Context: an optimization exercise on an open-source flow, tuned for a short achievable clock period and few clock cycles. The choices shown serve that exercise and are no tape-out recipe.
Function was checked by simulation only, so behaviour that the tests miss may differ from the original.
Power figures rest on the tool's default switching activity, not on a simulated workload.

[design/flow/design.v]
package dcache_pkg;
  typedef logic [32-1:0] word_t;
  typedef struct packed {
    logic [26-1:0]   tag;      
    logic [3-1:0] idx;      
    logic                       blkoff;   
    logic [1:0]                 bytoff;   
  } dcache_addr_t;
  typedef struct packed {
    logic [26-1:0]            tag;
    word_t [2-1:0]     block;   
    logic                                valid;
    logic                                dirty;
  } dcache_frame_t;
  typedef enum logic [3:0] {
    idle,
    fetch1, fetch2,                   
    wb1, wb2,                         
    flush1, flush2, flush3, flush4,   
    flush_count,                      
    flushed                           
  } dcache_state_t;
endpackage
`timescale 1ns/100ps
module dcache_frame #(
  parameter int NF  = 32,
  parameter int IDX = 0
) (
  input  logic          CLK,
  input  logic          nRST,
  input  logic [28:0]   p_blk,
  input  logic          p_off,
  input  logic          p_ren,
  input  logic          p_wen,
  input  logic [NF-1:0] touch_a,      
  input  logic [NF-1:0] lt_a,         
  input  logic          found,        
  input  logic          p_write,      
  input  logic          pa_apply,     
  input  logic [28:0]   pa_blk,
  input  logic          pa_hit,       
  input  logic          pa_ophit,     
  input  logic          pw_apply,     
  input  logic          pw_off,
  input  logic [31:0]   pw_data,
  input  logic          rd_fill,      
  input  logic          wb_clear,     
  input  logic [28:0]   op_blk,
  input  logic          op_off,
  input  logic [31:0]   mem_load,
  output logic          match,
  output logic          hit,          
  output logic          miss,         
  output logic [1:0][31:0] rdata,     
  output logic          op_match,
  output logic [1:0]    dirty,
  output logic [28:0]   tag,
  output logic [1:0][31:0] data,
  output logic          vic,          
  output logic          old2,         
  output logic          oldf          
);
  logic          fv;
  logic [1:0]    fwv, fwd;
  logic [28:0]   ftag;
  logic [1:0][31:0] fdata;
  logic [NF-1:0] older;
  logic [28:0]   etag;
  assign etag     = pa_apply ? pa_blk : ftag;
  assign match    = fv && (pa_apply ? pa_hit : (ftag == p_blk));
  assign hit      = match && (p_wen || (p_ren && fwv[p_off]));
  assign miss     = match && !fwv[p_off];
  assign rdata[0]  = (match && fwv[0]) ? fdata[0] : 32'd0;
  assign rdata[1]  = (match && fwv[1]) ? fdata[1] : 32'd0;
  assign op_match = fv && (pa_apply ? pa_ophit : (ftag == op_blk));
  assign dirty    = fwd;
  assign tag      = etag;
  assign data     = fdata;
  logic [NF-1:0] self;
  always_comb begin
    self = '0;
    self[IDX] = 1'b1;
  end
  assign vic = ~lt_a[IDX] & (&(older | lt_a | self));
  logic [NF-1:0] younger_not;
  assign younger_not = ~(older | lt_a | self);
  assign old2 = ~lt_a[IDX] & ((younger_not & (younger_not - 1'b1)) == '0);
  wire mine_a  = touch_a[IDX];
  wire p_alloc = mine_a & ~found;
  wire fill_ok = rd_fill & op_match & ~fwv[op_off];
  always_ff @(posedge CLK, negedge nRST) begin
    if (!nRST) begin
      for (int j = 0; j < NF; j++) older[j] <= (j > IDX);
    end else if (lt_a[IDX]) begin
      older <= '0;
    end else begin
      older <= older | lt_a;
    end
  end
  function automatic logic [5:0] ones(input logic [NF-1:0] v);
    ones = '0;
    for (int j = 0; j < NF; j++) ones = ones + {5'd0, v[j]};
  endfunction
  always_ff @(posedge CLK, negedge nRST) begin
    if (!nRST) oldf <= 1'b0;
    else       oldf <= (ones(older) >= 6'(NF - 8));
  end
  always_ff @(posedge CLK, negedge nRST) begin
    if (!nRST) begin
      fv  <= 1'b0;
      fwv <= 2'b00;
      fwd <= 2'b00;
    end else begin
      if (wb_clear) fwd[op_off] <= 1'b0;
      if (fill_ok)  fwv[op_off] <= 1'b1;
      if (p_alloc) begin
        fv  <= 1'b1;
        fwv <= 2'b00;
        fwd <= 2'b00;
      end
      if (mine_a && p_write) begin
        fwv[p_off] <= 1'b1;
        fwd[p_off] <= 1'b1;
      end
    end
  end
  always_ff @(posedge CLK) begin
    if (pa_apply) ftag <= pa_blk;
  end
  always_ff @(posedge CLK) begin
    if (fill_ok)  fdata[op_off] <= mem_load;
    if (pw_apply) fdata[pw_off] <= pw_data;
  end
endmodule
`timescale 1ns/100ps
module dcache_model (
  input  logic        CLK,
  input  logic        nRST,
  input  logic        m_req,
  input  logic [29:0] m_word,
  output logic [31:0] hit_count
);
  logic [7:0][25:0] tag0, tag1;
  logic [7:0]       val0, val1;
  logic [7:0]       lru;                
  wire [2:0]  m_set = m_word[3:1];
  wire [25:0] m_tag = m_word[29:4];
  logic h0, h1, rep;
  always_comb begin
    h0  = 1'b0;
    h1  = 1'b0;
    rep = 1'b0;
    for (int s = 0; s < 8; s++) begin
      if (m_set == 3'(s)) begin
        h0  = val0[s] && (tag0[s] == m_tag);
        h1  = val1[s] && (tag1[s] == m_tag);
        rep = lru[s];
      end
    end
  end
  always_ff @(posedge CLK, negedge nRST) begin
    if (!nRST) begin
      val0      <= '0;
      val1      <= '0;
      lru       <= '0;
      hit_count <= '0;
    end else if (m_req) begin
      if (h0 || h1) hit_count <= hit_count + 32'd1;
      for (int s = 0; s < 8; s++) begin
        if (m_set == 3'(s)) begin
          if (h0)       lru[s] <= 1'b1;
          else if (h1)  lru[s] <= 1'b0;
          else begin
            lru[s] <= ~rep;
            if (rep) val1[s] <= 1'b1;
            else     val0[s] <= 1'b1;
          end
        end
      end
    end
  end
  always_ff @(posedge CLK) begin
    if (m_req && !(h0 || h1)) begin
      for (int s = 0; s < 8; s++) begin
        if (m_set == 3'(s)) begin
          if (rep) tag1[s] <= m_tag;
          else     tag0[s] <= m_tag;
        end
      end
    end
  end
endmodule
`timescale 1ns/100ps
module dcache (
  input  logic               CLK,
  input  logic               nRST,
  input  logic               dmem_ren,
  input  logic               dmem_wen,
  input  logic [31:0]        dmem_addr,
  input  logic [31:0]        dmem_store,
  input  logic               halt,
  output logic               dhit,
  output logic [31:0]        dmem_load,
  output logic               flushed,
  input  logic [31:0]        mem_load,
  input  logic               mem_wait,
  output logic               mem_ren,
  output logic               mem_wen,
  output logic [31:0]        mem_addr,
  output logic [31:0]        mem_store
);
  localparam int NF = 16;    
  wire [28:0] rblk  = dmem_addr[31:3];
  wire        roff  = dmem_addr[2];
  wire [29:0] rword = dmem_addr[31:2];
  logic        op_busy;                
  logic        op_wr;
  logic        op_cnt;                 
  logic        op_dem;                 
  logic        op_stale;               
  logic [29:0] op_addr;                
  logic [31:0] op_data;
  logic [NF-1:0] op_frame;             
  logic        flushing, cnt_sent, flushed_r;
  logic [31:0] hit_count;
  logic        r_busy;                 
  logic        r_done;                 
  logic        r_issued;               
  logic [31:0] r_data;
  logic [29:0] ra_addr;                
  logic        wsafe;                  
  logic          pw_valid;
  logic [NF-1:0] pw_frame;
  logic          pw_off;
  logic [31:0]   pw_data;
  logic [29:0]   pw_word;
  logic          pa_valid;
  logic [NF-1:0] pa_frame;
  logic [28:0]   pa_blk;
  logic [NF-1:0]           match, f_hit, f_miss, op_match, vic, old2, oldf;
  logic [NF-1:0][1:0][31:0] f_rdata;
  logic [NF-1:0][1:0]      f_dirty;
  logic [NF-1:0][28:0]     f_tag;
  logic [NF-1:0][1:0][31:0] f_data;
  logic [NF-1:0]           touch_a, lt_a, wb_clear;
  logic                    found, p_write, rd_fill;
  genvar gi;
  generate
    for (gi = 0; gi < NF; gi++) begin : g_frame
      dcache_frame #(.NF(NF), .IDX(gi)) frame_i (
        .CLK, .nRST,
        .p_blk(rblk), .p_off(roff), .p_ren(dmem_ren), .p_wen(dmem_wen),
        .pa_apply(pa_valid & pa_frame[gi]), .pa_blk,
        .pa_hit(pa_blk == rblk), .pa_ophit(pa_blk == fa[29:1]),
        .touch_a, .lt_a, .found, .p_write, .rd_fill,
        .pw_apply(pw_valid & pw_frame[gi]), .pw_off, .pw_data,
        .wb_clear(wb_clear[gi]),
        .op_blk(fa[29:1]), .op_off(fa[0]), .mem_load,
        .match(match[gi]), .hit(f_hit[gi]), .miss(f_miss[gi]), .rdata(f_rdata[gi]),
        .op_match(op_match[gi]),
        .dirty(f_dirty[gi]), .tag(f_tag[gi]), .data(f_data[gi]),
        .vic(vic[gi]), .old2(old2[gi]), .oldf(oldf[gi])
      );
    end
  endgenerate
  logic        vclean, hitv, missv;
  logic [1:0][31:0] rdata_w;
  logic [31:0] rdata;
  always_comb begin
    rdata_w = '0;
    vclean  = 1'b0;
    for (int i = 0; i < NF; i++) begin
      rdata_w = rdata_w | f_rdata[i];
      vclean  = vclean | (vic[i] & ~f_dirty[i][0] & ~f_dirty[i][1]);
    end
    found = |match;
    hitv  = |f_hit;
    missv = |f_miss;
    rdata = roff ? rdata_w[1] : rdata_w[0];
  end
  wire rd_now  = op_busy & op_dem & ~mem_wait;      
  wire slot_free = ~op_busy | ~mem_wait;            
  wire spec      = nRST & dmem_ren & ~r_busy & ~op_busy;
  wire spec_wait = spec & mem_wait;
  wire spec_miss0 = spec & ~mem_wait & ~hitv;       
  wire can_fill = missv | (~found & vclean);
  logic dem;
  assign dem = nRST & dmem_ren & ~r_done & ~r_issued & ~hitv & ~spec & slot_free &
               can_fill;
  wire alloc_rd = dem | (spec_wait & ~hitv & can_fill);
  assign p_write = nRST & dmem_wen & wsafe;
  assign dhit    = nRST & ((dmem_wen & wsafe) | (dmem_ren & (r_done | rd_now)));
  assign dmem_load = r_done ? r_data : mem_load;
  wire p_touch = p_write | (dmem_ren & ~r_done & ~r_issued & hitv) | alloc_rd;
  assign touch_a = p_touch ? (found ? match : vic) : '0;
  wire pw_hit = pw_valid & (pw_word == rword);
  always_ff @(posedge CLK, negedge nRST) begin
    if (!nRST) begin
      r_busy   <= 1'b0;
      r_done   <= 1'b0;
      r_issued <= 1'b0;
    end else begin
      if (dhit) begin
        r_busy   <= 1'b0;
        r_done   <= 1'b0;
        r_issued <= 1'b0;
      end else if (dmem_ren) begin
        r_busy <= 1'b1;
        if ((~r_issued & hitv) | spec_miss0) r_done <= 1'b1;
        if (dem | (spec_wait & ~hitv)) r_issued <= 1'b1;
      end
    end
  end
  always_ff @(posedge CLK) begin
    r_data <= spec_miss0 ? mem_load : pw_hit ? pw_data : rdata;
    if (dmem_ren & ~r_busy) ra_addr <= rword;
  end
  assign mem_ren   = spec | (op_busy & ~op_wr);
  assign mem_wen   = op_busy & op_wr;
  assign mem_addr  = {((op_busy & ~op_dem) ? op_addr : rword), 2'b00};
  assign mem_store = op_cnt ? hit_count : op_data;
  assign flushed   = flushed_r;
  wire op_done    = op_busy & ~mem_wait;             
  logic [29:0] fa;
  assign fa = op_dem ? ra_addr : op_addr;
  wire op_wr_same = p_write & op_wr & |(touch_a & op_frame) & (roff == op_addr[0]);
  wire stale_now  = op_stale | op_wr_same;
  wire wb_done    = op_done & op_wr & ~op_cnt & ~stale_now;
  assign wb_clear = wb_done ? op_frame : '0;
  assign rd_fill  = op_done & ~op_wr & ~op_stale;
  wire flush_mode = flushing | halt;
  logic [NF-1:0][1:0] dirty_x;
  logic [NF-1:0]      dirty_any;
  always_comb begin
    for (int i = 0; i < NF; i++) begin
      for (int w = 0; w < 2; w++) begin
        dirty_x[i][w] = f_dirty[i][w] &
                        ~(op_busy & op_wr & ~op_cnt & op_frame[i] & (op_addr[0] == 1'(w)));
      end
      dirty_any[i] = dirty_x[i][0] | dirty_x[i][1];
    end
  end
  logic [NF-1:0] c_pool, c_sel;
  logic          c_w;
  always_comb begin
    c_pool = (|(old2 & dirty_any)) ? (old2 & dirty_any) :
             flush_mode           ? dirty_any :
                                    (oldf & dirty_any);
    c_sel = '0;
    c_w   = 1'b0;
    for (int i = NF - 1; i >= 0; i--) begin
      if (c_pool[i]) begin
        c_sel    = '0;
        c_sel[i] = 1'b1;
        c_w      = ~dirty_x[i][0];
      end
    end
  end
  logic [NF-1:0] cr_sel;
  logic          cr_w, cr_ok;
  always_ff @(posedge CLK, negedge nRST) begin
    if (!nRST) begin
      cr_sel <= '0;
      cr_w   <= 1'b0;
      cr_ok  <= 1'b0;
    end else begin
      cr_sel <= c_sel;
      cr_w   <= c_w;
      cr_ok  <= |c_pool;
    end
  end
  logic          cand_ok;
  logic [28:0]   cand_tag;
  logic [31:0]   cand_data;
  always_comb begin
    cand_ok   = 1'b0;
    cand_tag  = '0;
    cand_data = '0;
    for (int i = 0; i < NF; i++) begin
      cand_ok   = cand_ok   | (cr_sel[i] & f_dirty[i][cr_w] &
                               ~(wb_clear[i] & (op_addr[0] == cr_w)));
      cand_tag  = cand_tag  | ({29{cr_sel[i]}} & f_tag[i]);
      cand_data = cand_data | ({32{cr_sel[i]}} & f_data[i][cr_w]);
    end
    cand_ok = cand_ok & cr_ok;
    if (pw_valid && |(pw_frame & cr_sel) && (pw_off == cr_w)) cand_data = pw_data;
  end
  logic [NF-1:0] f_dirty_any;
  always_comb begin
    for (int i = 0; i < NF; i++) f_dirty_any[i] = f_dirty[i][0] | f_dirty[i][1];
  end
  always_ff @(posedge CLK, negedge nRST) begin
    if (!nRST) wsafe <= 1'b1;
    else       wsafe <= ~|(old2 & f_dirty_any);
  end
  logic last_clean;
  logic [NF-1:0][1:0] left;
  always_comb begin
    left = f_dirty;
    for (int i = 0; i < NF; i++)
      if (wb_clear[i]) left[i][op_addr[0]] = 1'b0;
    last_clean = (left == '0);
  end
  wire bg_ok  = cand_ok & ~flushed_r;
  wire cnt_ok = ~bg_ok & flush_mode & ~cnt_sent & ~flushed_r & last_clean;
  always_ff @(posedge CLK, negedge nRST) begin
    if (!nRST) begin
      op_busy   <= 1'b0;
      op_wr     <= 1'b0;
      op_cnt    <= 1'b0;
      op_dem    <= 1'b0;
      op_stale  <= 1'b0;
      op_frame  <= '0;
      cnt_sent  <= 1'b0;
      flushing  <= 1'b0;
      flushed_r <= 1'b0;
    end else begin
      if (halt) flushing <= 1'b1;
      if (op_done & op_cnt) flushed_r <= 1'b1;
      if (spec_wait) begin
        op_busy  <= 1'b1;
        op_wr    <= 1'b0;
        op_cnt   <= 1'b0;
        op_dem   <= ~hitv;
        op_stale <= 1'b0;
      end else if (!slot_free) begin
        op_stale <= stale_now;
      end else begin
        op_busy  <= dem | bg_ok | cnt_ok;
        op_wr    <= ~dem;
        op_cnt   <= ~dem & cnt_ok;
        op_dem   <= dem;
        op_stale <= ~dem & bg_ok & p_write & |(touch_a & cr_sel) & (roff == cr_w);
        if (~dem & cnt_ok) cnt_sent <= 1'b1;
      end
      if (slot_free) op_frame <= cr_sel;
    end
  end
  always_ff @(posedge CLK) begin
    if (spec_wait) begin
      op_addr <= rword;
    end else if (slot_free) begin
      op_addr <= bg_ok ? {cand_tag, cr_w} : 30'h0000_0C40;
      op_data <= cand_data;
    end
  end
  always_ff @(posedge CLK, negedge nRST) begin
    if (!nRST) begin
      pw_valid <= 1'b0;
      pa_valid <= 1'b0;
      lt_a     <= '0;
    end else begin
      pw_valid <= p_write;
      pa_valid <= ~found & (p_write | alloc_rd);
      lt_a     <= touch_a;
    end
  end
  always_ff @(posedge CLK) begin
    if (p_write) begin
      pw_frame <= touch_a;
      pw_off   <= roff;
      pw_word  <= rword;
      pw_data  <= dmem_store;
    end
    pa_frame <= vic;
    pa_blk   <= rblk;
  end
  logic        m_req;
  logic [29:0] m_word;
  always_ff @(posedge CLK, negedge nRST) begin
    if (!nRST) m_req <= 1'b0;
    else       m_req <= dhit;
  end
  always_ff @(posedge CLK) begin
    if (dhit) m_word <= rword;
  end
  dcache_model model_i (.CLK, .nRST, .m_req, .m_word, .hit_count);
endmodule
[design/flow/run.sh]
#!/bin/bash
# synth_recipe.tcl (not shown) runs the flow's synth.tcl, then flattens the netlist and writes it again
# the make line also repeats each setting of config.mk as NAME=value (left out here)
make -C /OpenROAD-flow-scripts/flow DESIGN_CONFIG=/design/flow/config.mk WORK_HOME=/design/flow/orfs CLKGATE_MAP_FILE= SYNTH_SCRIPT=/design/flow/synth_recipe.tcl finish
[design/flow/config.mk]
export PLATFORM = sky130hd
export DESIGN_NAME = dcache
export DESIGN_NICKNAME = dcache
export VERILOG_FILES = /design/flow/design.v
export SDC_FILE = /design/flow/constraint.sdc
export NUM_CORES = 4
export LEC_CHECK = 0
export ABC_CLOCK_PERIOD_IN_PS = 3000
export CAP_MARGIN = 40
export CORE_MARGIN = 2
export CORE_UTILIZATION = 42
export SETUP_SLACK_MARGIN = 4.6
export SLEW_MARGIN = 50
export TNS_END_PERCENT = 25
[design/flow/constraint.sdc]
create_clock -name core_clock -period 9.0 [get_ports {CLK}]
set_input_delay 1.8000 -clock core_clock [delete_from_list [all_inputs] [get_ports {CLK}]]
set_output_delay 1.8000 -clock core_clock [all_outputs]
set_load 0.01 [all_outputs]
==> impl_metrics.env, run 1 <==
export IMPL_drcViolationCount=0
export IMPL_r2r_end="g_frame[4].frame_i.fdata[8]$_DFF_P_"
export IMPL_muxShareOfSynthArea_pct=15.41
export IMPL_timing_final_crit_share_pct=52.23
export IMPL_synth_top_family_by_area="multiplexers"
export IMPL_crit_path_end_kind="flip-flop"
export IMPL_drv_cap=0
export IMPL_syn_inst=14910
export IMPL_cts_tree="built"
export IMPL_drv_slew=0
export IMPL_num_vias=132000
export IMPL_multiInputGateArea_um2=79900
export IMPL_fin_skew_ns=0.1215
export IMPL_num_rows=216
export IMPL_fp_dieArea_um2=350900
export IMPL_ys_async_sr_fraction_pct=17.83
export IMPL_hold_depth=1
export IMPL_cts_hold_buf=0
export IMPL_synth_edff_count=615
export IMPL_vdd_drop_max_mv=0.1643
export IMPL_cts_sinks=2653
export IMPL_worst_r2r_setup_slack_ns=4.30
export IMPL_grt_usage_pct=40.98
export IMPL_crit_type="flip-flop to flip-flop"
export IMPL_clock_root_buffer="clkbuf_16"
export IMPL_routed_via_density=6.622
export IMPL_drtIter0Drc=21390
export IMPL_insertion_delay_ns=1.05
export IMPL_clk_pin_slew_ns=0.06
export IMPL_synth_xor_area_share_pct=8.836
export IMPL_grt_pass1_vias=120000
export IMPL_fin_area_um2=173900
export IMPL_total_leakage_power_nw=70.51
export IMPL_hpwlAfterDp_mm=470.1
export IMPL_worstPathRequired_ns=9.81
export IMPL_place_area_um2=153700
export IMPL_regArea_um2=61900
export IMPL_synth_adder_area_share_pct=2.956
export IMPL_ys_types=101
export IMPL_synth_simple_area_share_pct=12.96
export IMPL_ant_nets=0
export IMPL_status="complete, no violations"
export IMPL_hold_path_class="flip-flop to flip-flop"
export IMPL_clock_path_buffers=4
export IMPL_fin_setup_tns_ns=0
export IMPL_coreArea_um2=345400
export IMPL_reg2reg_from="op_dem$_DFFE_PN0P_"
export IMPL_finalWirelength_mm=753.7
export IMPL_crit_fanout=33
export IMPL_dieHeight_um=592.4
export IMPL_max_freq_mhz=212.8
export IMPL_syn2layout_area_growth_pct=19.61
export IMPL_hold_viol=0
export IMPL_period_minus_slack_ns=4.700
export IMPL_grt_max_degree=78
export IMPL_ys_warn_count=18
export IMPL_antenna_found_initial=64
export IMPL_tightest_slew_ns=0.9279
export IMPL_grt_overflow_total=0
export IMPL_synth_most_common_cell="dfxtp_1"
export IMPL_avgSynthCellArea_um2=9.751
export IMPL_cts_max_level=5
export IMPL_synthFlopType="dfxtp_1"
export IMPL_initial_core_util_pct=42.10
export IMPL_detail_route_first_pass_iterations=12
export IMPL_cp_arrival_ns=5.51
export IMPL_ys_ff_latch=2653
export IMPL_synth_area_top_cells="dfxtp_1 (22%), edfxtp_1 (13%), mux2i_1 (7.8%), mux2_2 (7.3%), xnor2_1 (6.8%)"
export IMPL_start_kind="flip-flop"
export IMPL_grt_pass1_wl_mm=1002
export IMPL_die_w_um=592.4
export IMPL_drive_above_1_share_pct=21.04
export IMPL_rsz0062_at_grt="true"
export IMPL_synth_top_area_share_pct=21.55
export IMPL_gp_congestion=1.137
export IMPL_ys_seq_area_share_pct=42.49
export IMPL_synth_common_cells="dfxtp_1 (1565), nand2_1 (1310), mux2i_1 (1136), xnor2_1 (1129), mux2_2 (943)"
export IMPL_boundaryPins=202
export IMPL_final_nets=15400
export IMPL_hp_start="model_i.val0[2]$_DFFE_PN0P_"
export IMPL_rr_worst_depth=18
export IMPL_synth_top_area_cell="dfxtp_1"
export IMPL_min_to="model_i.val0[2]$_DFFE_PN0P_"
export IMPL_synth_compound_area_share_pct=12.31
export IMPL_io_buffers=197
export IMPL_syn_area_um2=145400
export IMPL_setup_viol=0
export IMPL_fillers=31430
export IMPL_relSlewSlack_pct=38.14
export IMPL_routedWlPerCell_um=37.83
export IMPL_cts_buffers=309
export IMPL_pwr_density_cell_nw_per_um2=172.2
timing repair:
action,4_1_cts,5_1_grt
gates cloned,41,22
gates resized for setup,786,564
setup buffers,123,208
endpoints found under the setup margin,1334,1180
pin swaps,42,91
layout by cell type, fill, tap and decap left out, types with 104 or more instances in the layout:
cell type,instances
clkbuf_16,343
nand4_1,599
nand3_1,263
xor2_1,336
dfstp_2,121
dfrtp_1,318
o21ai_1,699
buf_4,540
edfxtp_1,615
a31oi_1,121
dfxtp_1,1562
o21ai_0,463
nor2_1,920
inv_1,372
nand2_1,1299
a22oi_1,565
o22ai_1,104
a21oi_1,160
a221oi_1,128
mux2i_1,1133
buf_6,155
mux2_2,897
xnor2_1,1040
buf_12,179
nor4_1,176
fa_1,160
worst max-delay path by stage:
stage	start	cells past startpoint	slack, ns	to
after floorplan	dmem_addr[18]	14	4.30	pw_frame[6]$_DFFE_PP_
after global placement	dmem_addr[10]	13	1.30	op_stale$_DFF_PN0_
after detailed placement	dmem_addr[23]	14	2.23	g_frame[15].frame_i.fwv[1]$_DFF_PN0_
after CTS	mem_load[22]	4	4.34	dmem_load[22]
after global routing	op_dem$_DFFE_PN0P_	7	4.37	mem_addr[24]
final	op_dem$_DFFE_PN0P_	18	4.30	g_frame[4].frame_i.fdata[8]$_DFF_P_
critical path: stages, from the launching register on:
cell	delay, ns
dfrtp_4	0.49
buf_4	0.15
buf_12	0.15
buf_16	0.15
buf_4	0.14
mux2i_4	0.17
buf_8	0.42
xor2_1	0.19
nand4_1	0.30
nor4_4	0.38
buf_4	0.19
buf_12	0.18
buf_12	0.15
mux2_2	0.22
o2111ai_1	0.21
or2_4	0.29
buf_8	0.29
mux2i_1	0.25
o21ai_1	0.09
stage by stage:
stage | instances | power, W | utilization, % | hold slack (ns) | setup WS (ns)
finish | 19930 | 0.02994 | 50.36 | 0.4729 | 4.300
global route | 19890 | 0.03052 | 50.33 | 0.4796 | 4.368
CTS | 19650 | 0.02955 | 48.86 | 0.4742 | 4.342
detailed placement | 18920 | 0.01619 | 44.51 | 0.4522 | 2.225
global placement | 18840 | 0.01613 | 43.99 | 0.4541 | 1.302
floorplan | 14910 | 0.01477 | - | 0.4346 | 4.303
state kept, by name, summed over array words and instances, names as in the netlist, 16 cells and up:
name,flops
pw_frame,16
g_frame.frame_i.fwd,32
op_data,32
cr_sel,16
pw_word,30
g_frame.frame_i.fwv,32
g_frame.frame_i.older,256
op_frame,16
pw_data,32
g_frame.frame_i.oldf,16
model_i.hit_count,32
g_frame.frame_i.fv,16
m_word,29
pa_blk,29
model_i.tag0,208
g_frame.frame_i.fdata,1024
model_i.tag1,208
lt_a,16
ra_addr,30
pa_frame,16
g_frame.frame_i.ftag,464
r_data,32
op_addr,30
power by group:
part           switching, W  internal [W]  leakage [nW]
clock network       0.00551       0.00781          5.16
logic               0.00221       0.00138          40.8
registers          0.000376        0.0126          24.5
layer usage:
layer / vias to the layer above / wire (µm) / GRT usage, %
met4: 43 / 77300 / 32.75
met3: 3495 / 111600 / 16.47
met5: - / 526 / 0.4464
met1: 63850 / 269300 / 50.19
met2: 10790 / 295000 / 56.57
li1: 53780 / - / -
cell type report:
cell class,instances,share of cell area (%)
Clock buffer,468,5.340
Clock inverter,97,0.6863
Antenna cell,42,0.06043
Sequential cell,2653,35.59
Multi-Input combinational cell,10530,45.94
Timing Repair Buffer,1174,8.268
Inverter,381,0.8280
Tap cell,4578,3.293
cell families (layout without fill, tap and decap cells):
| family | count (synthesis) | after routing |
|---|---|---|
| xor gates and xnor gates | 1467 | 1467 |
| and+or+nand+nor | 3938 | 3939 |
| DFF | 2653 | 2653 |
| AOI/OAI and AO/OA | 2768 | 2768 |
| other | 1 | 44 |
| muxes | 2108 | 2108 |
| buffers and inverters | 1729 | 2120 |
| adders and majority gates | 249 | 249 |
Testbench counts, summed over its fixed seeds: cycles 23,634.
==> run 2: changes to the inputs <==
--- a/design/flow/design.v
+++ b/design/flow/design.v
@@ -327,6 +327,8 @@
   wire stale_now  = op_stale | op_wr_same;
   wire wb_done    = op_done & op_wr & ~op_cnt & ~stale_now;
   assign wb_clear = wb_done ? op_frame : '0;
+  wire           wb_done_r  = op_done & op_wr & ~op_cnt & ~op_stale;
+  wire [NF-1:0]  wb_clear_r = wb_done_r ? op_frame : '0;
   assign rd_fill  = op_done & ~op_wr & ~op_stale;
   wire flush_mode = flushing | halt;
   logic [NF-1:0][1:0] dirty_x;
@@ -378,7 +380,7 @@
     cand_data = '0;
     for (int i = 0; i < NF; i++) begin
       cand_ok   = cand_ok   | (cr_sel[i] & f_dirty[i][cr_w] &
-                               ~(wb_clear[i] & (op_addr[0] == cr_w)));
+                               ~(op_done & op_wr & op_frame[i] & (op_addr[0] == cr_w)));
       cand_tag  = cand_tag  | ({29{cr_sel[i]}} & f_tag[i]);
       cand_data = cand_data | ({32{cr_sel[i]}} & f_data[i][cr_w]);
     end
@@ -398,7 +400,7 @@
   always_comb begin
     left = f_dirty;
     for (int i = 0; i < NF; i++)
-      if (wb_clear[i]) left[i][op_addr[0]] = 1'b0;
+      if (wb_clear_r[i]) left[i][op_addr[0]] = 1'b0;
     last_clean = (left == '0);
   end
   wire bg_ok  = cand_ok & ~flushed_r;
@@ -428,10 +430,10 @@
       end else begin
         op_busy  <= dem | bg_ok | cnt_ok;
         op_wr    <= ~dem;
-        op_cnt   <= ~dem & cnt_ok;
+        op_cnt   <= cnt_ok;               
         op_dem   <= dem;
         op_stale <= ~dem & bg_ok & p_write & |(touch_a & cr_sel) & (roff == cr_w);
-        if (~dem & cnt_ok) cnt_sent <= 1'b1;
+        if (cnt_ok) cnt_sent <= 1'b1;
       end
       if (slot_free) op_frame <= cr_sel;
     end
--- a/design/flow/config.mk
+++ b/design/flow/config.mk
@@ -8,7 +8,8 @@
 export ABC_CLOCK_PERIOD_IN_PS = 3000
 export CAP_MARGIN = 40
 export CORE_MARGIN = 2
-export CORE_UTILIZATION = 42
+export CORE_UTILIZATION = 35
+export PLACE_DENSITY = 0.45
 export SETUP_SLACK_MARGIN = 4.6
 export SLEW_MARGIN = 50
 export TNS_END_PERCENT = 25
==> run 2 against run 1 <==
Sequential share of layout area is 0.71 points lower. Maximum frequency fell by 0.98%. Flip-flop and latch count stayed put. Non-clock buffer count increased by 74. Via count is 0.49% lower. Power is 10% higher. Sequential power increased by 7%. Register-to-register slack improved by 0.04 ns. First-iteration DRC count down 8.1%. Area after synthesis down 0.34%. Synthesized cell count is 1.4% lower. Clock-buffer cell count grew 13. Highest routed layer unchanged.
==> impl_metrics.env, run 2 <==
export IMPL_rsz0062_at_grt="true"
export IMPL_hold_viol=0
export IMPL_synth_edff_count=615
export IMPL_drv_slew=0
export IMPL_hp_start="model_i.val0[5]$_DFFE_PN0P_"
export IMPL_synth_xor_area_share_pct=8.854
export IMPL_synth_common_cells="dfxtp_1 (1565), nand2_1 (1193), mux2_2 (1084), xnor2_1 (1035), mux2i_1 (1008)"
export IMPL_setup_worst_path_start="dmem_addr[19]"
export IMPL_path_cells="buf_4 > buf_6 > xnor2_1 > nand4_1 > nor4_1 > nand3_1 > a21boi_0 > a2111o_1 > o41ai_2 > nand3_2 > o31ai_4 > buf_6 > buf_8 > buf_6 > nor3_4 > o22ai_1"
export IMPL_die_w_um=647.5
export IMPL_crit_path_end_kind="flip-flop"
export IMPL_num_vias=131300
export IMPL_start_kind="primary input"
export IMPL_synthFlopType="dfxtp_1"
export IMPL_fin_setup_tns_ns=0
export IMPL_p_total_w=0.03303
export IMPL_post_route_util_pct=43.01
export IMPL_hpwlAfterDp_mm=511.8
export IMPL_final_nets=15290
export IMPL_hold_depth=1
export IMPL_layout_common_cells="dfxtp_1 (1559), nand2_1 (1173), mux2_2 (1050)"
export IMPL_synth_adder_area_share_pct=3.028
export IMPL_slowest_stage="nor4_1"
export IMPL_ys_warn_count=18
export IMPL_io_buffers=197
export IMPL_fp_dieArea_um2=419200
export IMPL_period_minus_slack_ns=4.747
export IMPL_ys_seq_area_share_pct=42.63
export IMPL_crit_path_max_incr_delay_ns=0.56
export IMPL_detail_route_first_pass_iterations=9
export IMPL_hold_path_class="flip-flop to flip-flop"
export IMPL_synth_compound_area_share_pct=12.90
export IMPL_hold_ws_ns=0.4673
export IMPL_muxShareOfSynthArea_pct=15.64
export IMPL_coreArea_um2=412800
export IMPL_clk_pin_slew_ns=0.06
export IMPL_routed_via_density=6.310
export IMPL_cp_arrival_ns=5.53
export IMPL_max_freq_mhz=210.7
export IMPL_boundaryPins=202
export IMPL_cts_tree="built"
export IMPL_grt_max_degree=122
export IMPL_path_buf_inv=5
export IMPL_gp_congestion=1.046
export IMPL_synth_top_family_by_area="multiplexers"
export IMPL_tightest_slew_ns=0.9177
export IMPL_setup_viol=0
export IMPL_ys_ff_latch=2653
export IMPL_antenna_found_initial=86
export IMPL_ys_async_sr_fraction_pct=17.83
export IMPL_synth_most_common_cell="dfxtp_1"
export IMPL_drtIter0Drc=19650
export IMPL_total_leakage_power_nw=71.89
export IMPL_dieHeight_um=647.5
export IMPL_rr_worst_depth=16
export IMPL_insertion_delay_ns=1.03
export IMPL_cts_buffers=326
export IMPL_grt_overflow_total=0
export IMPL_grt_usage_pct=37.43
export IMPL_reg_top3="g_frame.frame_i.fdata x1024, g_frame.frame_i.ftag x464, g_frame.frame_i.older x256"
export IMPL_final_common_cell="dfxtp_1"
export IMPL_relSlewSlack_pct=38.82
export IMPL_fin_skew_ns=0.1076
export IMPL_synth_simple_area_share_pct=12.26
export IMPL_vdd_drop_max_mv=0.1771
export IMPL_cts_sinks=2653
export IMPL_drcViolationCount=0
export IMPL_ant_nets=0
export IMPL_grt_pass1_wl_mm=1081
export IMPL_num_rows=236
export IMPL_synth_area_top_cells="dfxtp_1 (22%), edfxtp_1 (13%), mux2_2 (8.4%), mux2i_1 (7.0%), xnor2_1 (6.3%)"
export IMPL_cts_hold_buf=0
export IMPL_clock_root_buffer="clkbuf_16"
export IMPL_syn2layout_area_growth_pct=22.51
export IMPL_initial_core_util_pct=35.11
export IMPL_drive_above_1_share_pct=22.78
export IMPL_cp_common_cell="buf_6"
export IMPL_largest_register_ffs=1024
export IMPL_cts_max_level=5
export IMPL_pwr_density_cell_nw_per_um2=186.0
export IMPL_fin_cells=20810
export IMPL_grt_pass1_vias=119900
export IMPL_finalWirelength_mm=830.4
export IMPL_synth_top_area_share_pct=21.62
export IMPL_reg2reg_from="op_dem$_DFFE_PN0P_"
export IMPL_clock_path_buffers=4
export IMPL_syn_inst=14710
export IMPL_status="complete, no violations"
export IMPL_drv_cap=0
export IMPL_timing_final_crit_share_pct=52.74
export IMPL_avgSynthCellArea_um2=9.854
export IMPL_largest_register="g_frame.frame_i.fdata"
export IMPL_syn_area_um2=144900
export IMPL_ys_types=106
export IMPL_worst_path_stages=16
export IMPL_synth_top_area_cell="dfxtp_1"
export IMPL_critPathTopFamily="simple AND/OR/NAND/NOR gates"
export IMPL_crit_fanout=9
export IMPL_crit_type="primary input to flip-flop"
export IMPL_worstPathRequired_ns=9.78
export IMPL_dp_cells=19610
export IMPL_routedWlPerCell_um=39.91
==> run 2: kinds of logic (layout without fill, tap and decap cells) <==
| logic type | Yosys count | in the layout |
|---|---|---|
| simple gates | 3682 | 3682 |
| compound gates | 2814 | 2814 |
| flops | 2653 | 2653 |
| mux | 2119 | 2119 |
| buf+inv | 1715 | 2226 |
| xor+xnor | 1465 | 1465 |
| fa+ha+maj | 258 | 258 |
| other cells | 1 | 119 |
==> run 2: final timing paths <==
path / end / slack, ns
min in group asynchronous: g_frame[10].frame_i.older[10]$_DFF_PN0_ / 0.70
max in group asynchronous: model_i.hit_count[8]$_DFFE_PN0P_ / 6.18
max reg2reg: g_frame[4].frame_i.fdata[16]$_DFF_P_ / 4.34
min reg2reg: model_i.val0[5]$_DFFE_PN0P_ / 0.47
min: model_i.val0[5]$_DFFE_PN0P_ / 0.47
max: g_frame[9].frame_i.fwd[0]$_DFF_PN0_ / 4.25
==> run 2: cell type report <==
cell class,instances,area [µm²]
clock buffers,481,9459
inverters,381,1450
clock inverters,116,1403
flip-flops and latches,2653,61910
repair buffers,1248,15950
well taps,5474,6849
fillers,39780,235300
multi-input cells,10340,80230
diodes,117,292.8
==> run 2: report_power, final <==
part | leakage (nW) | internal (W) | switching, W | total [W]
Sequential | 24.6 | 0.0131 | 0.000833 | 0.0139
Clock | 5.33 | 0.00802 | 0.00581 | 0.0138
Combinational | 41.9 | 0.00213 | 0.00317 | 0.00530
==> run 2: what timing repair did <==
item                        CTS  global route
gates resized for setup     625           583
buffers inserted            202           198
pin swaps                    39           102
setup endpoints to repair  1297          1223
cloned                       48            28
hold endpoints to repair      0             0
==> run 2: metal layers <==
metal  GRT usage (%)  vias up  share of wire [%]
met5          0.1735        -              0.046
met4           22.68       28                7.6
met3           11.58     2587                 13
met2           52.53     9513                 40
met1           49.94    65390                 40
li1                -    53790                  -
==> run 2: through the flow <==
stage	worst slack, ns	area [µm²]
CTS	4.232	172400
global route	4.282	177300
global placement	1.354	153500
finish	4.253	177500
detailed placement	2.500	155800
floorplan	4.253	145500
Testbench counts of run 2, summed over its fixed seeds: cycles 23,634.

==> port drivers added, routing unchanged <==
The results above use ideal ports. As a check the final layouts listed here were re-extracted and re-timed, cells and wires unchanged.
Step 1 sets driving cells, clkbuf_16 on the clock port and buf_2 on the other inputs (assumed; they add their load-dependent delay and slew).
Step 2 adds t to the input delays and takes it off the output delays; t is the mean of the earliest and latest rising clock arrival at the registers after step 1. Input paths then give back, and output paths get back, about the clock's delay inside the block.
Three values: ideal ports, drivers, drivers and shift; two values: the first two.
run | shift t [ns] | slack for setup (ns) | worst hold slack (ns) | latest minus earliest clock arrival (ns)
run 1 | 1.103 | 4.300 / 4.230 / 3.289 | 0.473 / 0.473 / 0.473 | 0.127 / 0.127
run 2 | 1.098 | 4.253 / 3.990 / 3.232 | 0.467 / 0.467 / 0.467 | 0.116 / 0.116
After both steps every run listed still meets setup and hold. For run 2, which loses most, drivers alone change the setup slack by -0.263 ns; drivers and shift together by -1.021 ns.
